This design comes from an exercise in tuning for small area on the open sky130 flow, not from production work.
At most, simulation tests tie the RTL to the original design; equivalence was not proved.
No functional check of the RTL was part of runs 4 to 6.
The clock port is modelled as an ideal driver; clocking choices that lean on that would not hold on a real chip.
No activity file was given, so power comes from the tool's default toggle rates.

<file path="config.mk">
export PLATFORM = sky130hd
export DESIGN_NAME = bus_message_endpoint
export DESIGN_NICKNAME = bus_message_endpoint
export VERILOG_FILES = /design/flow/design.v
export SDC_FILE = /design/flow/constraint.sdc
export NUM_CORES = 4
export LEC_CHECK = 0
export CAP_MARGIN = 20
export CORE_MARGIN = 2
export CORE_UTILIZATION = 65
export PLACE_DENSITY = 0.75
export SLEW_MARGIN = 20
</file>
<file path="constraint.sdc">
create_clock -name core_clock -period 8.0 [get_ports {clk}]
set_input_delay 1.6000 -clock core_clock [delete_from_list [all_inputs] [get_ports {clk}]]
set_output_delay 1.6000 -clock core_clock [all_outputs]
set_load 0.01 [all_outputs]
</file>
<file path="design.v">
module bus_message_endpoint_fifo #(
  parameter int W     = 8,
  parameter int DEPTH = 4
) (
  input  logic         clk,
  input  logic         rst_n,
  input  logic         clear_i,
  input  logic         push_i,
  input  logic [W-1:0] wdata_i,
  input  logic         pop_i,
  output logic [W-1:0] rdata_o,
  output logic         full_o,
  output logic         empty_o
);
  localparam int AW = $clog2(DEPTH);
  localparam logic [AW:0] PTR_ONE = {{AW{1'b0}}, 1'b1};
  logic [W-1:0] mem_q [DEPTH];
  logic [AW:0]  wptr_q, wptr_d;
  logic [AW:0]  rptr_q, rptr_d;
  logic         push_ok, pop_ok;
  assign full_o  = (wptr_q[AW] != rptr_q[AW]) && (wptr_q[AW-1:0] == rptr_q[AW-1:0]);
  assign empty_o = (wptr_q == rptr_q);
  logic [DEPTH-1:0] rsel_n_q;
  always_comb begin
    rdata_o = '1;
    for (int i = 0; i < DEPTH; i++)
      rdata_o = rdata_o & (mem_q[i] | {W{rsel_n_q[i]}});
  end
  assign push_ok = push_i & ~full_o & ~clear_i;
  assign pop_ok  = pop_i & ~empty_o & ~clear_i;
  always_comb begin
    wptr_d = wptr_q;
    rptr_d = rptr_q;
    if (clear_i) begin
      wptr_d = '0;
      rptr_d = '0;
    end else begin
      if (push_ok) wptr_d = wptr_q + PTR_ONE;
      if (pop_ok)  rptr_d = rptr_q + PTR_ONE;
    end
  end
  always_ff @(posedge clk or negedge rst_n) begin
    if (!rst_n) begin
      wptr_q <= '0;
      rptr_q <= '0;
    end else begin
      wptr_q <= wptr_d;
      rptr_q <= rptr_d;
    end
  end
  always_ff @(posedge clk) begin
    for (int i = 0; i < DEPTH; i++) rsel_n_q[i] <= (rptr_d[AW-1:0] != AW'(i));
  end
  always_ff @(posedge clk) begin
    if (push_ok) mem_q[wptr_q[AW-1:0]] <= wdata_i;
  end
endmodule
module bus_message_endpoint #(
  parameter logic [31:0] NODE_ID  = 32'd5,
  parameter int          TX_DEPTH = 4,
  parameter int          RX_DEPTH = 4
) (
  input  logic        clk,
  input  logic        rst_n,
  input  logic        flush,
  input  logic        core_val_i,
  output logic        core_ack_o,
  input  logic [31:0] core_dst_i,
  input  logic [31:0] core_tag_i,
  input  logic [63:0] core_msg_i,
  output logic        core_val_o,
  input  logic        core_rdy_i,
  output logic [31:0] core_src_o,
  output logic [31:0] core_tag_o,
  output logic [63:0] core_msg_o,
  output logic        net_tx_val_o,
  input  logic        net_tx_rdy_i,
  output logic [31:0] net_tx_dst_o,
  output logic [31:0] net_tx_src_o,
  output logic [31:0] net_tx_tag_o,
  output logic [63:0] net_tx_msg_o,
  input  logic        net_rx_val_i,
  output logic        net_rx_rdy_o,
  input  logic [31:0] net_rx_dst_i,
  input  logic [31:0] net_rx_src_i,
  input  logic [31:0] net_rx_tag_i,
  input  logic [63:0] net_rx_msg_i,
  output logic [15:0] drop_count_o
);
  localparam int TXW = 128;
  localparam int RXW = 128;
  logic           active;
  logic           core_is_local, local_cand;
  logic           net_match, net_cand, contention;
  logic           local_grant, net_grant;
  logic           remote_ack, local_ack;
  logic           net_acc, net_drop;
  logic           tx_push, tx_pop, tx_full, tx_empty;
  logic           rx_push, rx_pop, rx_full, rx_empty;
  logic [TXW-1:0] tx_wdata, tx_head;
  logic [RXW-1:0] rx_wdata, rx_head;
  logic           last_local_q, last_local_d;
  logic [15:0]    drop_count_q, drop_count_d;
  assign active        = rst_n & ~flush;
  assign core_is_local = (core_dst_i == NODE_ID);
  assign local_cand    = core_val_i & core_is_local;
  assign net_match     = (net_rx_dst_i == NODE_ID);
  assign net_cand      = net_rx_val_i & net_match;
  assign contention    = local_cand & net_cand;
  assign local_grant = ~net_cand | ~last_local_q;
  assign net_grant   = ~local_cand | (net_cand & last_local_q);
  assign remote_ack = active & core_val_i & ~core_is_local & ~tx_full;
  assign local_ack  = active & local_cand & local_grant & ~rx_full;
  assign core_ack_o = remote_ack | local_ack;
  assign net_rx_rdy_o = active & (net_match ? (~rx_full & net_grant) : 1'b1);
  assign net_acc      = net_rx_val_i & net_rx_rdy_o & net_match;
  assign net_drop     = net_rx_val_i & net_rx_rdy_o & ~net_match;
  assign tx_push  = remote_ack;
  assign tx_wdata = {core_dst_i, core_tag_i, core_msg_i};
  assign rx_push  = local_ack | net_acc;
  assign rx_wdata = local_ack ? {NODE_ID, core_tag_i, core_msg_i}
                              : {net_rx_src_i, net_rx_tag_i, net_rx_msg_i};
  assign core_val_o   = active & ~rx_empty;
  assign rx_pop       = core_val_o & core_rdy_i;
  assign net_tx_val_o = active & ~tx_empty;
  assign tx_pop       = net_tx_val_o & net_tx_rdy_i;
  assign {core_src_o, core_tag_o, core_msg_o}   = rx_head;
  assign {net_tx_dst_o, net_tx_tag_o, net_tx_msg_o} = tx_head;
  assign net_tx_src_o = NODE_ID;
  assign drop_count_o = drop_count_q;
  always_comb begin
    last_local_d = last_local_q;
    if (flush) begin
      last_local_d = 1'b0;
    end else if (contention && !rx_full) begin
      last_local_d = local_ack;
    end
  end
  always_comb begin
    drop_count_d = drop_count_q;
    if (net_drop && (drop_count_q != 16'hFFFF)) drop_count_d = drop_count_q + 16'd1;
  end
  always_ff @(posedge clk or negedge rst_n) begin
    if (!rst_n) begin
      last_local_q <= 1'b0;
      drop_count_q <= 16'd0;
    end else begin
      last_local_q <= last_local_d;
      drop_count_q <= drop_count_d;
    end
  end
  bus_message_endpoint_fifo #(.W(TXW), .DEPTH(TX_DEPTH)) u_tx_fifo (
    .clk     (clk),
    .rst_n   (rst_n),
    .clear_i (flush),
    .push_i  (tx_push),
    .wdata_i (tx_wdata),
    .pop_i   (tx_pop),
    .rdata_o (tx_head),
    .full_o  (tx_full),
    .empty_o (tx_empty)
  );
  bus_message_endpoint_fifo #(.W(RXW), .DEPTH(RX_DEPTH)) u_rx_fifo (
    .clk     (clk),
    .rst_n   (rst_n),
    .clear_i (flush),
    .push_i  (rx_push),
    .wdata_i (rx_wdata),
    .pop_i   (rx_pop),
    .rdata_o (rx_head),
    .full_o  (rx_full),
    .empty_o (rx_empty)
  );
endmodule
</file>
<file path="flow/run.sh">
#!/bin/bash
# Standard layout (the standard.sh, standard synthesis unchanged), built with:
#  - the smallest buffer cell as the port buffers;
#  - a clock tree of clkbuf_4 cells over clusters of up to 9 flip-flops (50 um across), with no
#    dummy loads;
#  - an area recovery step after clock tree synthesis (flow/post_cts.tcl).
set -euo pipefail
here=$(pwd)
bash standard.sh \
  "BUFFER_PORTS_ARGS=-buffer_cell sky130_fd_sc_hd__buf_1" \
  "CTS_ARGS=-sink_clustering_enable -repair_clock_nets -dont_use_dummy_load -buf_list sky130_fd_sc_hd__clkbuf_4 -sink_clustering_size 9 -sink_clustering_max_diameter 50" \
  "POST_CTS_TCL=$here/flow/post_cts.tcl" \
  finish > "$here/standard.log" 2>&1
</file>
<file path="flow/post_cts.tcl">
# Area recovery after clock tree synthesis: downsize cells off the critical
# paths (any footprint), then legalize again.
estimate_parasitics -placement
repair_timing -recover_power 100 -verbose
detailed_placement
check_placement -verbose
estimate_parasitics -placement
report_worst_slack -max
report_worst_slack -min
</file>
<file path="standard.sh">
#!/bin/bash
# synth_recipe.tcl (not shown) runs the flow's synth.tcl, then flattens the netlist and writes it again
# the make line also repeats each setting of config.mk as NAME=value (left out here)
make -C /OpenROAD-flow-scripts/flow DESIGN_CONFIG=/design/flow/config.mk WORK_HOME=/design/flow/orfs CLKGATE_MAP_FILE= SYNTH_SCRIPT=/design/flow/synth_recipe.tcl "${@:-finish}"
</file>
==> results of run 1 <==
-- critical path, cell delays in order --
cell and delay (ns):
clkbuf_1 0.28, nor4b_1 0.48, nand4_1 0.36, nor3_4 0.32
and4b_1 0.95, or2_1 0.21, buf_1 0.18
-- registers in the layout, summed over array words and instances (netlist names) --
register,cells
u_rx_fifo.rsel_n_q,4
u_tx_fifo.rptr_q,3
u_tx_fifo.mem_q,512
u_rx_fifo.wptr_q,3
last_local_q,1
u_rx_fifo.mem_q,512
drop_count_q,16
u_tx_fifo.wptr_q,3
u_tx_fifo.rsel_n_q,4
u_rx_fifo.rptr_q,3
-- logic make-up (layout without fill, tap and decap cells) --
logic type                 Yosys count  after routing  share of synthesized area [%]
adders and majority gates           11             11                          0.347
other                                2             52                         0.0189
DFF                               1061           1061                           79.8
xor gates and xnor gates            27             27                          0.615
buffers and inverters              171            758                           2.34
and+or+nand+nor                    409            409                           4.78
muxes                              104            104                           3.67
AOI/OAI and AO/OA                  532            532                           8.45
-- layout by cell type, fill, tap and decap left out, types with 18 or more instances in the layout --
cell type  count
conb_1        32
buf_4         18
xor2_1        22
dfrtp_1       29
edfxtp_1    1024
o22ai_1      512
clkbuf_4     140
clkbuf_1      30
diode_2       20
mux2_1        96
nor2b_1       33
nor4_1        22
buf_1        540
nor2_1       270
-- how the worst max path moves through the flow --
stage,cells after the start,startpoint,slack [ns],endpoint
2_1_floorplan,5,core_dst_i[16],-0.80,u_rx_fifo.mem_q[0][0]
3_3_place_gp,7,core_dst_i[0],2.54,core_ack_o
3_5_place_dp,7,core_dst_i[0],2.48,core_ack_o
5_1_grt,7,core_dst_i[0],1.84,core_ack_o
6_report,7,core_dst_i[0],2.02,core_ack_o
-- area by class of cell --
cell class                      count  area (µm²)  area share (%)
Antenna cell                       20        50.0           0.115
Clock buffer                      138        1040            2.38
Inverter                            6        22.5          0.0518
Multi-Input combinational cell   1115        6950            16.0
Sequential cell                  1061       31700            72.8
Tap cell                          782         978            2.25
Timing Repair Buffer              614        2760            6.36
-- metal layers --
| metal | vias up | part of all wire [%] | GRT usage (%) |
|---|---|---|---|
| met3 | 203 | 10 | 9.17 |
| li1 | 10400 | - | - |
| met5 | - | 0.15 | 0 |
| met2 | 1205 | 49 | 48.5 |
| met1 | 11900 | 37 | 39.1 |
| met4 | 22 | 3.5 | 12.7 |
-- Yosys cell counts, types with 2 or more instances --
library cell     n
a211oi_1         2
a21o_1           2
a21oi_1          3
a32oi_1          2
and2_1           5
and3_1           6
and3b_1          3
buf_1           11
buf_12           8
buf_2            7
buf_4           34
clkbuf_1       103
conb_1           2
dfrtp_1         29
dfxtp_1          8
edfxtp_1      1024
ha_1            11
inv_1            6
mux2_2          24
mux2_4          77
mux2i_1          3
nand2_1         12
nand2b_1         5
nand3_1         11
nand4_1          8
nor2_1         270
nor2b_1         37
nor3_1           7
nor3b_1          6
nor4_1          22
nor4b_1          6
o21bai_1         3
o22ai_1        512
or2_2            2
xnor2_1          4
xor2_1          22
-- stage by stage --
step | std cells | hold WS, ns | utilization [%]
2_1_floorplan | 2347 | 0.508 | -
3_3_place_gp | 3561 | 0.483 | 70.1
3_5_place_dp | 3561 | 0.487 | 70.1
5_1_grt | 3729 | 0.521 | 72.0
6_report | 3736 | 0.499 | 72.0
-- power breakdown --
group | internal [W] | leakage, nW | switching [W]
logic | 0.000115 | 3.20 | 0.000234
registers | 0.00613 | 9.68 | 0.0000341
clock network | 0.000796 | 0.635 | 0.00158
==> results.yml, run 1 <==
status:
  status: "finished clean"
power:
  irDropWorstVdd_v: 0.000161
  p_leak_nw: 13.5
  p_total_w: 0.00889
  power.density_nw_per_um2: 205
route:
  drtPass1Iterations: 5
  wl_um: 96900
  vias: 23700
  wl_per_cell_um: 25.9
  drtIter0Drc: 2365
  route.detailed.drc: 0
  ant_nets: 0
  via_per_inst: 6.35
sta:
  finalHoldViolCount: 0
  worst_slew_pin_slew_ns: 1.14
  fin_crit_sh_pct: 74.8
  achievable-frequency_ghz: 0.167
  min_period_ns: 5.98
  rsz0062_at_grt: "false"
  finalClockSkew_ns: 0.111
  worst_slack_ns: 2.02
  slew_headroom_pct: 23.8
  slew_viol_final: 0
  setup_viol: 0
  tns_ns: 0
hold_path:
  min_delay_worst_endpoint: "drop_count_q[9]"
  min_delay_path_depth: 1
  min_from: "drop_count_q[9]"
  hp-class: "flip-flop to flip-flop"
synth:
  yosys.area.top_type: "edfxtp_1"
  synth_top_area_share_pct: 77.5
  syn_inst: 2317
  ys_types: 56
  synthFlopType: "edfxtp_1"
  yosys-top-cells-area: "edfxtp_1, o22ai_1, mux2_4, nor2_1, dfrtp_1"
  yosysWarnings: 2
  synth_edf_count: 1024
  syn-cell-area_um2: 39700
  syn_avg_cell_area_um2: 17.1
  ys_seq_area_share_pct: 79.8
  ys_ff_latch: 1061
  synthArstFlopShare_pct: 2.73
worst_setup_path:
  critPathMaxFanout: 18
  cp-end-kind: "output port"
  regToRegSetupSlack_ns: 4.59
  rr_worst_depth: 7
  cp.required_ns: 6.40
  r2r-start: "u_rx_fifo.rptr_q[1]"
  reg2reg_to: "u_rx_fifo.mem_q[2][23]"
  worstPathArrival_ns: 4.38
  worstSetupPathType: "input pin to output port"
  crit_path_start_kind: "input pin"
floorplanning:
  core_area_um2: 60400
  num_rows: 90
  die_w_um: 251
  die_area_um2: 63000
  dieHeight_um: 251
  start_util_pct: 65.7
  ios: 603
clock_network:
  cts_tree: "built"
  clock-sinks: 1061
  clk_latency_ns: 0.99
  path_clk_slew_ns: 0.07
placed_design:
  placed_area_um2: 42300
  portBuffers: 570
  place_ws_ns: 2.48
  place_congestion: 0.820
  dp_hpwl_um: 56800
global_route:
  grt_max_degree: 129
  antenna_found_initial: 27
  grt_overflow: 0
  grt_use_total_pct: 30.3
  grt_first_pass_wirelength_um: 141000
  grt_pass1_vias: 23200
cells_and_area:
  layout-drive-gt1-share_pct: 7.06
  fin_nets: 3242
  syn2layout_area_growth_pct: 9.60
  fillers: 3855
  fin_area_um2: 43500
flow_run:
  maxCapViolations: 0
==> run 2: changes to the inputs <==
--- a/config.mk
+++ b/config.mk
@@ -7,6 +7,6 @@
 export LEC_CHECK = 0
 export CAP_MARGIN = 20
 export CORE_MARGIN = 2
-export CORE_UTILIZATION = 65
-export PLACE_DENSITY = 0.75
+export CORE_UTILIZATION = 78
+export PLACE_DENSITY = 0.88
 export SLEW_MARGIN = 20
==> run 2 against run 1 <==
  * Clock skew decreased by 0.018 ns
  * Largest cell class unchanged
  * Largest power group unchanged
  * Synthesized cell count unchanged
  * Still clean on timing, DRC and antenna
  * Die area decreased by 16%
  * Via count increased by 4.9%
  * Routed wire length increased by 4.6%
  * Critical path depth unchanged
  * Synthesized area unchanged
  * First-iteration DRC count increased by 46%
  * Final cell count decreased by 3.0%
  * Combinational power increased by 4%
  * Count of clock-buffer cells in the layout decreased by 3
  * Worst setup slack got worse by 0.10 ns
==> results.yml, run 2 <==
clock_network:
  clk_latency_ns: 1.03
  cts_tree: "built"
  clock-sinks: 1061
  path_clk_slew_ns: 0.10
synth:
  syn_inst: 2317
  yosys-top-cells-area: "edfxtp_1, o22ai_1, mux2_4, nor2_1, dfrtp_1"
  synthFlopType: "edfxtp_1"
  syn_avg_cell_area_um2: 17.1
  synth_most_common_cell: "edfxtp_1"
  syn-cell-area_um2: 39700
  synth-compound-area-share_pct: 8.45
  synth_top_family_by_area: "compound AO/OA/AOI/OAI gates"
  synth_edf_count: 1024
  synth_simple_gate_area_share_pct: 4.78
  synth_top_area_share_pct: 77.5
  synth.area.mux_share_pct: 3.67
  synth-xor-area-share_pct: 0.615
  ys_ff_latch: 1061
  ys_seq_area_share_pct: 79.8
  synth_adder_area_share_pct: 0.347
  synthArstFlopShare_pct: 2.73
  synth_common_cells: "edfxtp_1, o22ai_1, nor2_1"
  yosysWarnings: 2
  ys_types: 56
  yosys.area.top_type: "edfxtp_1"
power:
  irDropWorstVdd_v: 0.000158
  seq_power_share_pct: 69.5
  combPwrFrac_pct: 4.1
  p_leak_nw: 13.5
  p_clk_share_pct: 26.4
  power.density_nw_per_um2: 205
  switchingPower_w: 0.00186
  intPower_w: 0.00702
  swShare_pct: 20.9
cells_and_area:
  fillers: 2181
  final_cell_count_no_fill: 3624
  multi_input_area_um2: 6940
  layout_common_cells: "edfxtp_1, buf_1, o22ai_1, nor2_1, clkbuf_4"
  layout_commonest_cell: "edfxtp_1"
  regArea_um2: 31700
  fin_nets: 3239
  syn2layout_area_growth_pct: 9.13
  layout-drive-gt1-share_pct: 6.96
  utilization_pct: 86.3
global_route:
  grt_max_degree: 129
  grt_use_total_pct: 38.1
  antenna_found_initial: 26
  grt_first_pass_wirelength_um: 146000
  grt_pass1_vias: 24100
  grt_overflow: 0
route:
  via_per_inst: 6.86
  drtPass1Iterations: 8
  wl_per_cell_um: 28.0
  vias: 24900
  ant_nets: 0
  wl_um: 101000
  drtIter0Drc: 3461
  route.detailed.drc: 0
worst_setup_path:
  worstPathArrival_ns: 4.49
  crit_path_start_kind: "input pin"
  cp.required_ns: 6.40
  critPathMaxFanout: 15
  worstSetupPathType: "input pin to output port"
  cp-end-kind: "output port"
  rr_worst_depth: 5
floorplanning:
  ios: 603
  die_w_um: 229
  num_rows: 82
  start_util_pct: 79.0
  die_area_um2: 52700
  dieHeight_um: 229
  core_area_um2: 50200
placed_design:
  dp_hpwl_um: 60800
  place_congestion: 0.842
  portBuffers: 570
  dp_cells: 3451
sta:
  finalClockSkew_ns: 0.0927
  setup_viol: 0
  min_period_ns: 6.09
  slew_viol_final: 0
  worst_slew_pin_slew_ns: 1.15
  slew_headroom_pct: 23.5
  timing.hold.ws_ns: 0.501
  fin_crit_sh_pct: 76.1
  rsz0062_at_grt: "false"
  achievable-frequency_ghz: 0.164
  finalHoldViolCount: 0
hold_path:
  hp-class: "flip-flop to flip-flop"
  min_delay_path_depth: 1
status:
  status: "finished clean"
flow_run:
  maxCapViolations: 0
## run 2: final timing paths
kind,startpoint,endpoint,slack [ns]
min in group asynchronous,rst_n,u_rx_fifo.wptr_q[0],0.71
hold / removal,drop_count_q[9],drop_count_q[9],0.50
max in group asynchronous,rst_n,u_tx_fifo.rptr_q[2],6.76
setup / recovery,core_dst_i[4],core_ack_o,1.91
hold reg to reg,drop_count_q[9],drop_count_q[9],0.50
setup reg to reg,u_rx_fifo.rptr_q[0],u_rx_fifo.mem_q[0][36],4.62
## run 2: critical path, cell delays in order
cell and delay, ns:
buf_1 0.16, nor4b_1 0.54, nand4_1 0.40, nor3_4 0.32, and4b_1 0.87, or2_0 0.35, buf_1 0.23
## run 2: final cells by class
cell class | instances | share of cell area [%]
diodes | 21 | 0.121
clock buffers | 135 | 2.34
inverters | 6 | 0.0520
multi-input cells | 1115 | 16.0
flip-flops and latches | 1061 | 73.2
well taps | 672 | 1.94
repair buffers | 614 | 6.33
## run 2: power by group through the flow
stage          Combinational [W]  Sequential (W)  Clock, W
5_1_grt                 0.000391         0.00617   0.00256
3_3_place_gp            0.000342         0.00629         0
2_1_floorplan           0.000183         0.00629         0
3_5_place_dp            0.000369         0.00629         0
6_report                0.000364         0.00617   0.00235
## run 2: layer usage
| metal | routed length, µm | vias up | track usage (%) |
|---|---|---|---|
| met3 | 13300 | 356 | 10.8 |
| met5 | 80 | - | 0 |
| li1 | - | 10400 | - |
| met1 | 33100 | 12000 | 49.4 |
| met4 | 5360 | 12 | 18.6 |
| met2 | 49600 | 2062 | 60.6 |
## run 2: cells by family after synthesis
kind of cell,count (synthesis)
other cells,2
buf+inv,171
compound gates,532
xor+xnor,27
mux,104
simple gates,409
fa+ha+maj,11
flops,1061
## run 2: per-stage QoR
step	setup slack, ns	instance area [µm²]	setup TNS (ns)	total power (W)
2_1_floorplan	-0.801	39800	-307.72	0.00647
3_3_place_gp	2.47	42200	0	0.00663
3_5_place_dp	2.40	42200	0	0.00666
5_1_grt	1.78	43300	0	0.00912
6_report	1.91	43300	0	0.00888
==> run 3: changes to the inputs <==
==> flow/run.sh (replaced) <==
#!/bin/bash
# Standard layout (the standard.sh, standard synthesis unchanged), built with:
#  - the smallest buffer cell as the port buffers;
#  - a clock tree of clkbuf_4 cells over clusters of up to 10 flip-flops, with no
#    dummy loads;
#  - an area recovery step after clock tree synthesis (flow/post_cts.tcl).
set -euo pipefail
here=$(pwd)
bash standard.sh \
  "BUFFER_PORTS_ARGS=-buffer_cell sky130_fd_sc_hd__buf_1" \
  "CTS_ARGS=-sink_clustering_enable -repair_clock_nets -dont_use_dummy_load -buf_list sky130_fd_sc_hd__clkbuf_4 -sink_clustering_size 10 -sink_clustering_max_diameter 60" \
  "POST_CTS_TCL=$here/flow/post_cts.tcl" \
  finish > "$here/standard.log" 2>&1
--- a/config.mk
+++ b/config.mk
@@ -7,6 +7,6 @@
 export LEC_CHECK = 0
 export CAP_MARGIN = 20
 export CORE_MARGIN = 2
-export CORE_UTILIZATION = 78
-export PLACE_DENSITY = 0.88
+export CORE_UTILIZATION = 65
+export PLACE_DENSITY = 0.75
 export SLEW_MARGIN = 20
==> run 3 against run 2 <==
  * Routed wire length down 4.7%
  * Largest cell class unchanged
  * Clock skew is 0.020 ns higher
  * Non-clock buffer count fell by 1
  * Register-to-register slack about the same
  * Die area increased by 20%
  * Global-route usage down 8.2 points
  * Combinational power decreased by 4%
  * Fmax increased by 1.6%
  * Sequential power about the same
  * Hold slack better by 0.0039 ns
==> results.yml, run 3 <==
status:
  status: "finished clean"
power:
  power.density_nw_per_um2: 202
  irDropWorstVdd_v: 0.000170
  p_clk_share_pct: 25.3
  combPwrFrac_pct: 4.0
  swShare_pct: 20.8
  p_leak_nw: 13.4
  seq_power_share_pct: 70.7
  switchingPower_w: 0.00181
  intPower_w: 0.00691
worst_setup_path:
  critPathMaxFanout: 18
  cp.required_ns: 6.40
  rr_worst_depth: 7
  cp-end-kind: "output port"
  worstSetupPathType: "input pin to output port"
  worstPathArrival_ns: 4.39
  worst_path_largest_cell_delay_ns: 0.95
  crit_path_start_kind: "input pin"
  cp_slowest_cell: "and4b_1"
  crit_chain: "clkbuf_1, nor4b_1, nand4_1, nor3_4, and4b_1, or2_1, buf_1"
  regToRegSetupSlack_ns: 4.62
route:
  via_per_inst: 6.38
  ant_nets: 0
  wl_um: 96600
  wl_per_cell_um: 26.0
  route.detailed.drc: 0
  drtIter0Drc: 2042
  drtPass1Iterations: 5
  vias: 23700
sta:
  worst_slew_pin_slew_ns: 1.14
  finalHoldViolCount: 0
  fin_crit_sh_pct: 74.9
  tns_ns: 0
  rsz0062_at_grt: "false"
  min_period_ns: 5.99
  slew_viol_final: 0
  setup_viol: 0
  worst_slack_ns: 2.01
  slew_headroom_pct: 23.8
  finalClockSkew_ns: 0.113
  achievable-frequency_ghz: 0.167
synth:
  yosys-top-cells-area: "edfxtp_1, o22ai_1, mux2_4, nor2_1, dfrtp_1"
  synthArstFlopShare_pct: 2.73
  ys_ff_latch: 1061
  yosys.area.top_type: "edfxtp_1"
  yosysWarnings: 2
  syn-cell-area_um2: 39700
  synth_most_common_cell: "edfxtp_1"
  synth_edf_count: 1024
  synth_common_cells: "edfxtp_1, o22ai_1, nor2_1"
  synthFlopType: "edfxtp_1"
  syn_inst: 2317
  ys_types: 56
  synth_top_area_share_pct: 77.5
  syn_avg_cell_area_um2: 17.1
  ys_seq_area_share_pct: 79.8
placed_design:
  place_congestion: 0.820
  portBuffers: 570
  place_ws_ns: 2.48
  dp_hpwl_um: 56800
flow_run:
  maxCapViolations: 0
floorplanning:
  dieHeight_um: 251
  die_area_um2: 63000
  ios: 603
  core_area_um2: 60400
  die_w_um: 251
  start_util_pct: 65.7
  num_rows: 90
hold_path:
  min_delay_path_depth: 1
  hp-class: "flip-flop to flip-flop"
clock_network:
  path_clk_slew_ns: 0.10
  clk_latency_ns: 0.96
  clock-sinks: 1061
  cts_tree: "built"
global_route:
  grt_overflow: 0
  grt_first_pass_wirelength_um: 140000
  antenna_found_initial: 26
  grt_max_degree: 129
  grt_use_total_pct: 29.9
  grt_pass1_vias: 23000
cells_and_area:
  fin_nets: 3219
  syn2layout_area_growth_pct: 9.13
  layout_common_cells: "edfxtp_1, buf_1, o22ai_1, nor2_1, clkbuf_4"
  layout-drive-gt1-share_pct: 6.32
  utilization_pct: 71.7
  layout_commonest_cell: "edfxtp_1"
run 3: changes by cell type in the layout (fill, tap and decap cells not counted), sizes merged:
cell    previous run  this run
diode             21        19
clkbuf           176       152
buf              573       577
run 3: power groups by stage:
stage / registers [W] / logic (W) / clock network (W)
after floorplan: 0.00629 / 0.000183 / 0
after global placement: 0.00629 / 0.000346 / 0
after detailed placement: 0.00629 / 0.000361 / 0
after global routing: 0.00617 / 0.000380 / 0.00245
final: 0.00616 / 0.000351 / 0.00221
run 3: cells by family (layout without fill, tap and decap cells):
group           after synthesis  count (layout)  synth area share, %
compound gates              532             532                 8.45
xor+xnor                     27              27                0.615
fa+ha+maj                    11              11                0.347
buf+inv                     171             735                 2.34
flops                      1061            1061                 79.8
mux                         104             104                 3.67
other cells                   2              51               0.0189
simple gates                409             409                 4.78
run 3: area by class of cell:
| cell class | count | area [µm²] |
|---|---|---|
| Timing Repair Buffer | 613 | 2740 |
| Inverter | 6 | 22.5 |
| Multi-Input combinational cell | 1115 | 6950 |
| Antenna cell | 19 | 47.5 |
| Fill cell | 3879 | 17100 |
| Tap cell | 782 | 978 |
| Sequential cell | 1061 | 31700 |
| Clock buffer | 116 | 871 |
run 3: metrics by stage:
step / hold WS [ns] / cells / total power (W) / area, µm²
after floorplan: 0.508 / 2347 / 0.00647 / 39800
after global placement: 0.483 / 3561 / 0.00663 / 42300
after detailed placement: 0.487 / 3561 / 0.00665 / 42300
after global routing: 0.522 / 3709 / 0.00900 / 43300
final: 0.505 / 3712 / 0.00872 / 43300
run 3: worst paths after layout:
check,from,end
worst max-delay path,core_dst_i[0],core_ack_o
worst min-delay path,drop_count_q[9],drop_count_q[9]
worst max register to register,u_rx_fifo.rptr_q[1],u_rx_fifo.mem_q[2][104]
worst min register to register,drop_count_q[9],drop_count_q[9]
max in group asynchronous,rst_n,u_tx_fifo.wptr_q[2]
min in group asynchronous,rst_n,u_rx_fifo.wptr_q[2]
run 3: per-layer routing:
| metal | global-route usage [%] | share of wire [%] |
|---|---|---|
| met3 | 8.18 | 10 |
| met4 | 12.0 | 4.0 |
| met1 | 39.0 | 36 |
| met2 | 48.6 | 49 |
| met5 | 0 | 0.14 |
run 3: worst max-delay path: cells and delay by family:
| kind | cells | cell delay [ns] |
|---|---|---|
| buffers and inverters | 2 | 0.44 |
| AND/OR/NAND/NOR | 5 | 2.34 |
==> run 4: changes to the inputs <==
--- a/design.v
+++ b/design.v
@@ -20,11 +20,10 @@
   logic         push_ok, pop_ok;
   assign full_o  = (wptr_q[AW] != rptr_q[AW]) && (wptr_q[AW-1:0] == rptr_q[AW-1:0]);
   assign empty_o = (wptr_q == rptr_q);
-  logic [DEPTH-1:0] rsel_n_q;
   always_comb begin
-    rdata_o = '1;
+    rdata_o = '0;
     for (int i = 0; i < DEPTH; i++)
-      rdata_o = rdata_o & (mem_q[i] | {W{rsel_n_q[i]}});
+      rdata_o = rdata_o | (mem_q[i] & {W{rptr_q[AW-1:0] == AW'(i)}});
   end
   assign push_ok = push_i & ~full_o & ~clear_i;
   assign pop_ok  = pop_i & ~empty_o & ~clear_i;
@@ -47,9 +46,6 @@
       wptr_q <= wptr_d;
       rptr_q <= rptr_d;
     end
-  end
-  always_ff @(posedge clk) begin
-    for (int i = 0; i < DEPTH; i++) rsel_n_q[i] <= (rptr_d[AW-1:0] != AW'(i));
   end
   always_ff @(posedge clk) begin
     if (push_ok) mem_q[wptr_q[AW-1:0]] <= wdata_i;
==> run.sh (new file) <==
#!/bin/bash
# synth_recipe.tcl (not shown) runs the flow's synth.tcl, then flattens the netlist and writes it again
# the make line also repeats each setting of config.mk as NAME=value (left out here)
make -C /OpenROAD-flow-scripts/flow DESIGN_CONFIG=/design/flow/config.mk WORK_HOME=/design/flow/orfs CLKGATE_MAP_FILE= SYNTH_SCRIPT=/design/flow/synth_recipe.tcl finish
removed: flow/run.sh
removed: flow/post_cts.tcl
removed: standard.sh
==> run 4 against run 3 <==
  * Largest power group unchanged
  * Critical endpoint unchanged
  * Sequential share of layout area down 9.5 points
  * Clock power increased by 100%
  * Design area is 14% higher
  * Die area up 0.67%
  * Fmax decreased by 4.4%
  * Sequential power fell by 0.6%
  * Still clean
  * Register-to-register slack worse by 0.15 ns
  * Critical path depth is the same
==> results.yml, run 4 <==
clock_network:
  cts_root_buf: "clkbuf_16"
  cts_tree: "built"
  htree_num_levels: 3
  cts_buffers: 100
  clockBufferDepth: 3
  holdBufCountCts: 0
  clock-sinks: 1053
  path_clk_slew_ns: 0.06
  clk_latency_ns: 0.67
  cts-resized-gates: 0
  cts_setup_buffers: 0
placed_design:
  portBuffers: 570
  place_congestion: 0.807
  dp_hpwl_um: 63000
  dp_cells: 3538
sta:
  setup_viol: 0
  finalClockSkew_ns: 0.0235
  worst_slew_pin_slew_ns: 1.14
  slew_viol_final: 0
  finalHoldViolCount: 0
  rsz0062_at_grt: "false"
  min_period_ns: 6.27
  fin_crit_sh_pct: 78.4
  slew_headroom_pct: 24.2
  achievable-frequency_ghz: 0.160
worst_setup_path:
  worstSetupPathType: "input pin to output port"
  critPathMaxFanout: 27
  cp-end-kind: "output port"
  r2r-start: "u_tx_fifo.rptr_q[0]"
  cp.required_ns: 6.40
  worstPathArrival_ns: 4.67
  crit_start: "core_dst_i[5]"
  crit_path_start_kind: "input pin"
global_route:
  antenna_found_initial: 29
  grt_max_degree: 102
  grt_pass1_vias: 23100
  grt_overflow: 0
  grt_use_total_pct: 32.0
  grt_first_pass_wirelength_um: 149000
cells_and_area:
  layout_common_cells: "edfxtp_1, clkdlybuf4s50_1, a22oi_1, nand2_1, clkbuf_16"
  fillers: 3154
  final_cell_count_no_fill: 3739
  syn2layout_area_growth_pct: 23.8
  layout_commonest_cell: "edfxtp_1"
  fin_nets: 3170
  layout-drive-gt1-share_pct: 10.1
  utilization_pct: 81.6
synth:
  syn_inst: 2279
  synth_common_cells: "edfxtp_1, a22oi_1, nand2_1"
  syn-cell-area_um2: 39900
  ys_ff_latch: 1053
  synthFlopType: "edfxtp_1"
  synth_top_area_share_pct: 77.0
  ys_types: 47
  synth_edf_count: 1024
  ys_seq_area_share_pct: 78.8
  synth_most_common_cell: "edfxtp_1"
  yosysWarnings: 2
  yosys.area.top_type: "edfxtp_1"
  synthArstFlopShare_pct: 2.75
  syn_avg_cell_area_um2: 17.5
  yosys-top-cells-area: "edfxtp_1, a22oi_1, mux2_4, nand2_1, dfrtp_1"
hold_path:
  hp-class: "flip-flop to flip-flop"
  min_from: "drop_count_q[4]"
floorplanning:
  num_rows: 90
  start_util_pct: 65.9
  die_w_um: 252
  die_area_um2: 63400
  ios: 603
  dieHeight_um: 252
  core_area_um2: 60600
route:
  via_per_inst: 6.34
  wl_per_cell_um: 27.9
  route.detailed.drc: 0
  ant_nets: 0
  wl_um: 104000
  vias: 23700
  drtIter0Drc: 2457
  drtPass1Iterations: 5
status:
  status: "finished clean"
power:
  irDropWorstVdd_v: 0.000188
  p_leak_nw: 16.6
  power.density_nw_per_um2: 225
  p_total_w: 0.0111
flow_run:
  maxCapViolations: 0
run 4: cell types whose count changed in the layout (fill, tap and decap cells not counted), moves of 255 or more:
cell	delta
clkdlybuf4s50_1	+570
nand2_1	+257
nor2_1	-255
a22oi_1	+512
buf_1	-540
o22ai_1	-512
run 4: report_power, final:
part | switching (W) | internal [W] | leakage [nW]
combinational | 0.000249 | 0.000278 | 5.46
sequential | 0.0000252 | 0.00610 | 9.62
clock | 0.00195 | 0.00249 | 1.50
run 4: cell families after synthesis:
family / Yosys count / synth area share (%)
multiplexers: 100 / 3.54
buffers and inverters: 174 / 2.34
other: 2 / 0.0188
AND/OR/NAND/NOR: 383 / 4.32
flip-flops: 1053 / 78.8
adder cells (fa/ha/maj): 17 / 0.533
AO/OA/AOI/OAI: 524 / 9.83
XOR/XNOR: 26 / 0.570
run 4: area by class of cell:
class	count	area (µm²)	area share [%]
antenna	19	47.5	0.0962
clock buffer	131	2690	5.45
clock inverter	51	355	0.719
inverter	14	52.6	0.106
multi-input combinational	1082	7790	15.8
sequential	1053	31500	63.7
tap	782	978	1.98
timing repair buffer	607	6020	12.2
run 4: path summary, 6_finish.rpt:
kind / cells after the start / slack [ns] / to
worst max register to register: 5 / 4.47 / u_tx_fifo.mem_q[3][63]
worst max-delay path: 7 / 1.73 / core_ack_o
min in group asynchronous: 2 / 1.34 / drop_count_q[8]
max in group asynchronous: 2 / 6.38 / u_rx_fifo.wptr_q[2]
worst min register to register: 1 / 0.50 / drop_count_q[4]
worst min-delay path: 1 / 0.50 / drop_count_q[4]
run 4: metal layers:
| metal | wire (µm) | track usage, % | vias up |
|---|---|---|---|
| li1 | - | - | 10200 |
| met1 | 38900 | 42.6 | 12000 |
| met2 | 51000 | 51.6 | 1246 |
| met3 | 10800 | 9.31 | 193 |
| met4 | 3410 | 10.8 | 28 |
| met5 | 184 | 0 | - |
run 4: metrics by stage:
stage | instance area (µm²) | setup WS, ns | hold slack [ns] | TNS [ns]
2_1_floorplan | 40000 | -0.718 | 0.472 | -275.82
3_3_place_gp | 46300 | 1.83 | 0.476 | 0
3_5_place_dp | 46300 | 1.76 | 0.489 | 0
4_1_cts | 49400 | 1.77 | 0.501 | 0
5_1_grt | 49400 | 1.65 | 0.521 | 0
6_report | 49400 | 1.73 | 0.499 | 0
run 4: worst max-delay path: stages:
cell and delay, ns:
clkdlybuf4s50_1 0.50, nor4b_1 0.53, nand4_1 0.37, nor3_2 0.29, and3_4 0.60, nand2b_1 0.18
clkdlybuf4s50_1 0.60
==> run 5: changes to the inputs <==
==> flow/run.sh (new file) <==
#!/bin/bash
# Standard layout, with two changes to how it is built: the port buffers are the
# smallest buffer cell, and clock tree synthesis inserts no dummy loads.
set -euo pipefail
bash standard.sh \
  "BUFFER_PORTS_ARGS=-buffer_cell sky130_fd_sc_hd__buf_1" \
  "CTS_ARGS=-sink_clustering_enable -repair_clock_nets -dont_use_dummy_load" \
  finish > standard.log 2>&1
==> standard.sh (new file) <==
#!/bin/bash
# synth_recipe.tcl (not shown) runs the flow's synth.tcl, then flattens the netlist and writes it again
# the make line also repeats each setting of config.mk as NAME=value (left out here)
make -C /OpenROAD-flow-scripts/flow DESIGN_CONFIG=/design/flow/config.mk WORK_HOME=/design/flow/orfs CLKGATE_MAP_FILE= SYNTH_SCRIPT=/design/flow/synth_recipe.tcl "${@:-finish}"
removed: run.sh
==> run 5 against run 4 <==
  * Still clean on timing, DRC and antenna
  * Count of clock-buffer cells in the layout down 31
  * Via count is 1.2% lower
  * Combinational power decreased by about 30%
  * Worst setup slack better by 0.68 ns
  * Synthesized area unchanged
  * Sequential share of layout area rose by 5.9 points
  * Non-clock buffer count down 15
  * Die area unchanged
  * Total power fell by 6.0%
  * Final cell count down 2.5%
  * Critical path type unchanged
  * Critical endpoint unchanged
  * Largest cell class unchanged
  * Largest power group unchanged
  * Highest routed layer unchanged
==> results.yml, run 5 <==
clock_network:
  htree_num_levels: 3
  cts_root_buf: "clkbuf_16"
  path_clk_slew_ns: 0.05
  clockBufferDepth: 3
  clk_latency_ns: 0.65
  cts-resized-gates: 0
  holdBufCountCts: 0
  cts_setup_buffers: 0
  cts_buffers: 100
  cts_tree: "built"
  clock-sinks: 1053
floorplanning:
  ios: 603
  start_util_pct: 65.9
  dieHeight_um: 252
  core_area_um2: 60600
  die_w_um: 252
  num_rows: 90
  die_area_um2: 63400
global_route:
  antenna_found_initial: 31
  grt_max_degree: 129
  grt_use_total_pct: 30.4
  grt_pass1_vias: 23100
  grt_first_pass_wirelength_um: 142000
  grt_overflow: 0
placed_design:
  place_congestion: 0.842
  dp_hpwl_um: 57200
  place_ws_ns: 2.45
  portBuffers: 570
  placed_area_um2: 42700
sta:
  min_period_ns: 5.59
  worst_slack_ns: 2.41
  rsz0062_at_grt: "false"
  finalHoldViolCount: 0
  setup_viol: 0
  slew_headroom_pct: 20.9
  worst_slew_pin_slew_ns: 1.19
  fin_crit_sh_pct: 69.8
  achievable-frequency_ghz: 0.179
  slew_viol_final: 0
  finalClockSkew_ns: 0.0409
synth:
  synth_most_common_cell: "edfxtp_1"
  ys_types: 47
  syn_avg_cell_area_um2: 17.5
  ys_ff_latch: 1053
  ys_seq_area_share_pct: 78.8
  synth_edf_count: 1024
  yosysWarnings: 2
  yosys.area.top_type: "edfxtp_1"
  syn_inst: 2279
  yosys-top-cells-area: "edfxtp_1, a22oi_1, mux2_4, nand2_1, dfrtp_1"
  syn-cell-area_um2: 39900
  synthFlopType: "edfxtp_1"
  synthArstFlopShare_pct: 2.75
  synth_common_cells: "edfxtp_1, a22oi_1, nand2_1"
  synth_top_area_share_pct: 77.0
cells_and_area:
  layout_common_cells: "edfxtp_1, buf_1, a22oi_1, nand2_1, clkbuf_16"
  fillers: 3584
  layout-drive-gt1-share_pct: 8.76
  multi_input_area_um2: 7790
  fin_area_um2: 45200
  layout_commonest_cell: "edfxtp_1"
  fin_nets: 3155
  syn2layout_area_growth_pct: 13.3
  regArea_um2: 31500
worst_setup_path:
  worstPathArrival_ns: 3.99
  cp.required_ns: 6.40
  regToRegSetupSlack_ns: 4.51
  crit_path_start_kind: "input pin"
  worstSetupPathType: "input pin to output port"
  critPathMaxFanout: 36
  cp-end-kind: "output port"
route:
  wl_met1_um: 36600
  route.met2.wl_um: 49000
  ant_nets: 0
  drtPass1Iterations: 6
  wl_per_cell_um: 27.2
  vias: 23400
  drtIter0Drc: 2562
  via_per_inst: 6.43
  top_layer: "met5"
  wl_met3_um: 10200
  route.detailed.drc: 0
  wl_um: 99000
status:
  status: "finished clean"
flow_run:
  maxCapViolations: 0
power:
  p_clk_share_pct: 37.7
  p_total_w: 0.0104
  seq_power_share_pct: 58.8
  combPwrFrac_pct: 3.5
  power.density_nw_per_um2: 230
  p_leak_nw: 14.7
  switchingPower_w: 0.00202
  swShare_pct: 19.4
  irDropWorstVdd_v: 0.000228
  intPower_w: 0.00841
hold_path:
  hp-class: "flip-flop to flip-flop"
==> run 5: changes by cell type in the layout (fill, tap and decap cells not counted), moves of 2 or more <==
cell,change
diode_2,+2
clkinv_1,-23
clkinv_2,-18
buf_4,-19
inv_6,-4
clkbuf_1,-26
clkbuf_16,-2
clkdlybuf4s50_1,-570
buf_12,+4
buf_1,+570
bufinv_16,-4
clkbuf_8,-3
==> run 5: final timing paths <==
path,start,endpoint,cells past startpoint
worst max register to register,u_rx_fifo.rptr_q[0],u_rx_fifo.mem_q[0][10],5
min in group asynchronous,rst_n,drop_count_q[12],2
worst min-delay path,drop_count_q[12],drop_count_q[12],1
worst min register to register,drop_count_q[12],drop_count_q[12],1
worst max-delay path,core_dst_i[2],core_ack_o,7
max in group asynchronous,rst_n,u_tx_fifo.rptr_q[0],2
==> run 5: kinds of logic after synthesis <==
family | count (synthesis) | synth area share [%]
multiplexers | 100 | 3.54
buffers and inverters | 174 | 2.34
XOR/XNOR | 26 | 0.570
flip-flops | 1053 | 78.8
adder cells (fa/ha/maj) | 17 | 0.533
other | 2 | 0.0188
AO/OA/AOI/OAI | 524 | 9.83
AND/OR/NAND/NOR | 383 | 4.32
==> run 5: cell type report <==
type / count / share of cell area, %
flip-flops and latches: 1053 / 69.6
multi-input cells: 1082 / 17.2
clock buffers: 100 / 5.53
repair buffers: 592 / 5.29
well taps: 782 / 2.16
inverters: 14 / 0.116
diodes: 21 / 0.116
==> run 5: metal layers <==
metal	vias to the layer above	track usage [%]
li1	10100	-
met4	28	11.3
met2	1242	49.3
met1	11800	39.8
met3	202	8.47
met5	-	0
==> run 5: stage by stage <==
step | std cells | hold slack, ns | util (%) | TNS, ns
2_1_floorplan | 2309 | 0.472 | - | -275.82
3_3_place_gp | 3523 | 0.471 | 70.5 | 0
3_5_place_dp | 3523 | 0.489 | 70.5 | 0
4_1_cts | 3623 | 0.498 | 74.6 | 0
5_1_grt | 3634 | 0.524 | 74.6 | 0
6_report | 3644 | 0.496 | 74.7 | 0
==> run 5: critical path, stage by stage <==
cell,delay [ns]
buf_1,0.18
nor4b_1,0.44
nand4_1,0.34
nor3_2,0.26
and3_4,0.77
nand2b_1,0.21
buf_1,0.17
==> run 5: power by group through the flow <==
stage,clock network (W),registers [W],logic [W]
6_report,0.00393,0.00613,0.000369
5_1_grt,0.00415,0.00613,0.000398
4_1_cts,0.00396,0.00613,0.000365
3_5_place_dp,0,0.00624,0.000362
3_3_place_gp,0,0.00623,0.000346
2_1_floorplan,0,0.00624,0.000178
==> run 6: changes to the inputs <==
--- a/design.v
+++ b/design.v
@@ -20,11 +20,7 @@
   logic         push_ok, pop_ok;
   assign full_o  = (wptr_q[AW] != rptr_q[AW]) && (wptr_q[AW-1:0] == rptr_q[AW-1:0]);
   assign empty_o = (wptr_q == rptr_q);
-  always_comb begin
-    rdata_o = '0;
-    for (int i = 0; i < DEPTH; i++)
-      rdata_o = rdata_o | (mem_q[i] & {W{rptr_q[AW-1:0] == AW'(i)}});
-  end
+  assign rdata_o = mem_q[rptr_q[AW-1:0]];
   assign push_ok = push_i & ~full_o & ~clear_i;
   assign pop_ok  = pop_i & ~empty_o & ~clear_i;
   always_comb begin
@@ -42,13 +38,12 @@
     if (!rst_n) begin
       wptr_q <= '0;
       rptr_q <= '0;
+      for (int i = 0; i < DEPTH; i++) mem_q[i] <= '0;
     end else begin
       wptr_q <= wptr_d;
       rptr_q <= rptr_d;
+      if (push_ok) mem_q[wptr_q[AW-1:0]] <= wdata_i;
     end
-  end
-  always_ff @(posedge clk) begin
-    if (push_ok) mem_q[wptr_q[AW-1:0]] <= wdata_i;
   end
 endmodule
 module bus_message_endpoint #(
@@ -83,7 +78,7 @@
   input  logic [63:0] net_rx_msg_i,
   output logic [15:0] drop_count_o
 );
-  localparam int TXW = 128;
+  localparam int TXW = 160;
   localparam int RXW = 128;
   logic           active;
   logic           core_is_local, local_cand;
@@ -112,7 +107,7 @@
   assign net_acc      = net_rx_val_i & net_rx_rdy_o & net_match;
   assign net_drop     = net_rx_val_i & net_rx_rdy_o & ~net_match;
   assign tx_push  = remote_ack;
-  assign tx_wdata = {core_dst_i, core_tag_i, core_msg_i};
+  assign tx_wdata = {core_dst_i, NODE_ID, core_tag_i, core_msg_i};
   assign rx_push  = local_ack | net_acc;
   assign rx_wdata = local_ack ? {NODE_ID, core_tag_i, core_msg_i}
                               : {net_rx_src_i, net_rx_tag_i, net_rx_msg_i};
@@ -120,9 +115,8 @@
   assign rx_pop       = core_val_o & core_rdy_i;
   assign net_tx_val_o = active & ~tx_empty;
   assign tx_pop       = net_tx_val_o & net_tx_rdy_i;
-  assign {core_src_o, core_tag_o, core_msg_o}   = rx_head;
-  assign {net_tx_dst_o, net_tx_tag_o, net_tx_msg_o} = tx_head;
-  assign net_tx_src_o = NODE_ID;
+  assign {core_src_o, core_tag_o, core_msg_o}                 = rx_head;
+  assign {net_tx_dst_o, net_tx_src_o, net_tx_tag_o, net_tx_msg_o} = tx_head;
   assign drop_count_o = drop_count_q;
   always_comb begin
     last_local_d = last_local_q;
==> run.sh (new file) <==
#!/bin/bash
# synth_recipe.tcl (not shown) runs the flow's synth.tcl, then flattens the netlist and writes it again
# the make line also repeats each setting of config.mk as NAME=value (left out here)
make -C /OpenROAD-flow-scripts/flow DESIGN_CONFIG=/design/flow/config.mk WORK_HOME=/design/flow/orfs CLKGATE_MAP_FILE= SYNTH_SCRIPT=/design/flow/synth_recipe.tcl finish
--- a/config.mk
+++ b/config.mk
@@ -7,6 +7,5 @@
 export LEC_CHECK = 0
 export CAP_MARGIN = 20
 export CORE_MARGIN = 2
-export CORE_UTILIZATION = 65
-export PLACE_DENSITY = 0.75
+export CORE_UTILIZATION = 40
 export SLEW_MARGIN = 20
removed: flow/run.sh
removed: standard.sh
==> run 6 against run 5 <==
  * Clock skew barely moved
  * Register-to-register slack got worse by 1.1 ns
  * Final cell count rose by 69%
  * Via count rose by 41%
  * Highest routed layer unchanged
  * Synthesized cell count rose by 75%
==> results.yml, run 6 <==
sta:
  rsz0062_at_grt: "false"
  tns_ns: 0
  finalHoldViolCount: 0
  min_period_ns: 6.58
  worst_slew_pin_slew_ns: 1.11
  achievable-frequency_ghz: 0.152
  slew_headroom_pct: 26.0
  slew_viol_final: 0
  fin_crit_sh_pct: 82.2
  setup_viol: 0
  finalClockSkew_ns: 0.0409
route:
  drtIter0Drc: 3049
  ant_nets: 0
  wl_per_cell_um: 22.9
  route.detailed.drc: 0
  drtPass1Iterations: 9
  via_per_inst: 5.36
  wl_um: 141000
  vias: 33000
synth:
  syn_inst: 3990
  synthArstFlopShare_pct: 100
  ys_types: 44
  synth_edf_count: 0
  ys_ff_latch: 1057
  yosysWarnings: 5
  syn_avg_cell_area_um2: 12.0
  yosys.area.top_type: "dfrtp_1"
  ys_seq_area_share_pct: 55.3
  synth_most_common_cell: "dfrtp_1"
  syn-cell-area_um2: 47800
  synth_top_area_share_pct: 55.3
  synth_common_cells: "dfrtp_1, nand2_1, mux2_2"
  yosys-top-cells-area: "dfrtp_1, mux2_2, mux2i_1, a222oi_1, o21ai_1"
  synthFlopType: "dfrtp_1"
power:
  intPower_w: 0.0102
  seq_power_share_pct: 45.6
  power.density_nw_per_um2: 228
  p_clk_share_pct: 41.5
  switchingPower_w: 0.00326
  p_leak_nw: 27.1
  swShare_pct: 24.3
  combPwrFrac_pct: 12.9
  irDropWorstVdd_v: 0.000191
cells_and_area:
  syn2layout_area_growth_pct: 23.0
  largest_reg_flops: 516
  final_cell_count_no_fill: 6149
  regMostFlops: "u_tx_fifo.mem_q"
  layout_common_cells: "dfrtp_1, clkdlybuf4s50_1, nand2_1, mux2_2, o21ai_1"
  fin_nets: 4745
  layout-drive-gt1-share_pct: 19.4
  layout_commonest_cell: "dfrtp_1"
  fin_area_um2: 58900
flow_run:
  maxCapViolations: 0
clock_network:
  path_clk_slew_ns: 0.06
  clockBufferDepth: 3
  cts-resized-gates: 0
  cts_root_buf: "clkbuf_16"
  holdBufCountCts: 0
  clk_latency_ns: 0.70
  cts_tree: "built"
  cts_buffers: 116
  clock-sinks: 1057
  cts_setup_buffers: 0
  htree_num_levels: 3
hold_path:
  hp-class: "flip-flop to flip-flop"
  min_from: "u_tx_fifo.mem_q[0][98]"
  min_delay_path_depth: 2
  min_delay_worst_endpoint: "u_tx_fifo.mem_q[0][98]"
global_route:
  grt_pass1_vias: 33300
  grt_use_total_pct: 22.8
  grt_first_pass_wirelength_um: 214000
  grt_overflow: 0
  grt_max_degree: 190
  antenna_found_initial: 32
worst_setup_path:
  crit_chain: "clkdlybuf4s50_1, nor4b_1, nand4_1, or2_0, a2111o_2, nand2b_1, clkdlybuf4s50_1"
  crit_path_start_kind: "input pin"
  worstSetupPathType: "input pin to output port"
  worstPathArrival_ns: 4.98
  cp-end-kind: "output port"
  cp_common_cell: "clkdlybuf4s50_1"
  regToRegSetupSlack_ns: 3.43
  worst_path_largest_cell_delay_ns: 0.66
  reg2reg_to: "u_rx_fifo.mem_q[1][37]"
  path_delay_family: "simple AND/OR/NAND/NOR gates"
  path_buf_inv: 2
  cp.required_ns: 6.40
  r2r-start: "u_rx_fifo.rptr_q[1]"
  crit_start: "core_dst_i[4]"
  cp_slowest_cell: "nor4b_1"
  critPathMaxFanout: 5
  rr_worst_depth: 8
floorplanning:
  die_area_um2: 122000
  ios: 603
  dieHeight_um: 350
  core_area_um2: 118000
  start_util_pct: 40.4
  num_rows: 126
  die_w_um: 350
placed_design:
  dp_cells: 5915
  dp_hpwl_um: 88400
  placed_area_um2: 54800
  place_congestion: 0.788
  portBuffers: 572
status:
  status: "finished clean"
run 6: through the flow:
stage          utilization [%]  worst slack, ns  power [W]  hold WS (ns)
6_report                  49.7             1.42     0.0134         0.446
5_1_grt                   49.7             1.34     0.0140         0.476
4_1_cts                   49.7             1.36     0.0136         0.452
3_5_place_dp              46.3             1.36    0.00796         0.438
2_1_floorplan                -             3.16    0.00699         0.414
3_3_place_gp              46.3             1.33    0.00791         0.429
run 6: how the worst max path moves through the flow:
stage	end	slack, ns	depth (start not counted)
floorplan	core_ack_o	3.16	8
detailed placement	core_ack_o	1.36	7
global placement	core_ack_o	1.33	7
global route	core_ack_o	1.34	7
finish	core_ack_o	1.42	7
CTS	core_ack_o	1.36	7
run 6: worst register-to-register path: cells and delay by family (launching register included):
kind | cells | cell delay, ns
AO/OA/AOI/OAI | 2 | 0.29
AND/OR/NAND/NOR | 1 | 0.62
flip-flops | 1 | 0.48
buffers and inverters | 3 | 2.36
XOR/XNOR | 1 | 0.21
multiplexers | 1 | 0.46
run 6: cells by family (layout without fill, tap and decap cells):
logic type,Yosys count,count (layout),synth area share (%)
XOR/XNOR,27,27,0.494
buffers and inverters,596,1108,5.51
multiplexers,870,870,21.9
adder cells (fa/ha/maj),17,17,0.445
AND/OR/NAND/NOR,639,639,5.40
flip-flops,1057,1057,55.3
AO/OA/AOI/OAI,783,783,10.9
other,1,48,0.00784
run 6: power groups by stage:
stage	sequential, W	clock, W	combinational (W)
floorplan	0.00614	0	0.000849
global placement	0.00619	0	0.00173
detailed placement	0.00621	0	0.00175
CTS	0.00611	0.00571	0.00176
global route	0.00618	0.00595	0.00187
finish	0.00612	0.00558	0.00173
run 6: layer usage:
metal	part of all wire [%]	GRT usage, %	up-vias
met5	0.15	0	-
met4	2.2	6.18	32
met3	5.7	4.92	189
met2	48	37.4	857
met1	44	30.6	16700
li1	-	-	15200
run 6: area by class of cell:
cell class,instances,area [µm²]
diodes,18,45.0
clock buffers,177,3530
clock inverters,39,526
fillers,10700,59500
inverters,267,1000
multi-input cells,2366,19000
flip-flops and latches,1057,26500
well taps,1600,2000
repair buffers,625,6310

[what the ideal ports hide]
The flow's constraints put no driver on any port. The routed layouts listed below were extracted and timed again, unchanged, in two steps.
Step 1 assumes that a clkbuf_16 drives the clock port and a buf_2 every other input.
Step 2 moves the port delays by t, midway between the first and last clock arrival at a register: inputs arrive t later, outputs are due t later. That takes back most of the time a late clock gives input paths.
Slacks: ideal ports / drivers / drivers and shift; pairs: ideal ports / drivers.
run	shift t [ns]	slack for setup (ns)	hold WS [ns]	latest minus earliest clock arrival (ns)	slew at the worst register clock pin (ns)
run 1	0.992	2.019 / 1.997 / 1.997	0.499 / 0.499 / 0.499	0.114 / 0.114	0.10 / 0.10
run 2	1.047	1.914 / 1.887 / 1.887	0.501 / 0.501 / 0.501	0.093 / 0.093	0.11 / 0.11
run 3	0.958	2.008 / 1.986 / 1.986	0.505 / 0.505 / 0.505	0.113 / 0.113	0.12 / 0.12
run 4	0.710	1.731 / 1.705 / 1.705	0.499 / 0.499 / 0.499	0.039 / 0.039	0.06 / 0.06
run 5	0.695	2.413 / 2.382 / 2.382	0.496 / 0.496 / 0.496	0.047 / 0.047	0.06 / 0.06
run 6	0.758	1.422 / 1.400 / 1.400	0.446 / 0.446 / 0.446	0.052 / 0.052	0.06 / 0.06
After both steps every run listed still meets setup and hold. The setup slack of run 5, which loses most, moves by -0.031 ns with the drivers and by -0.031 ns with both steps.
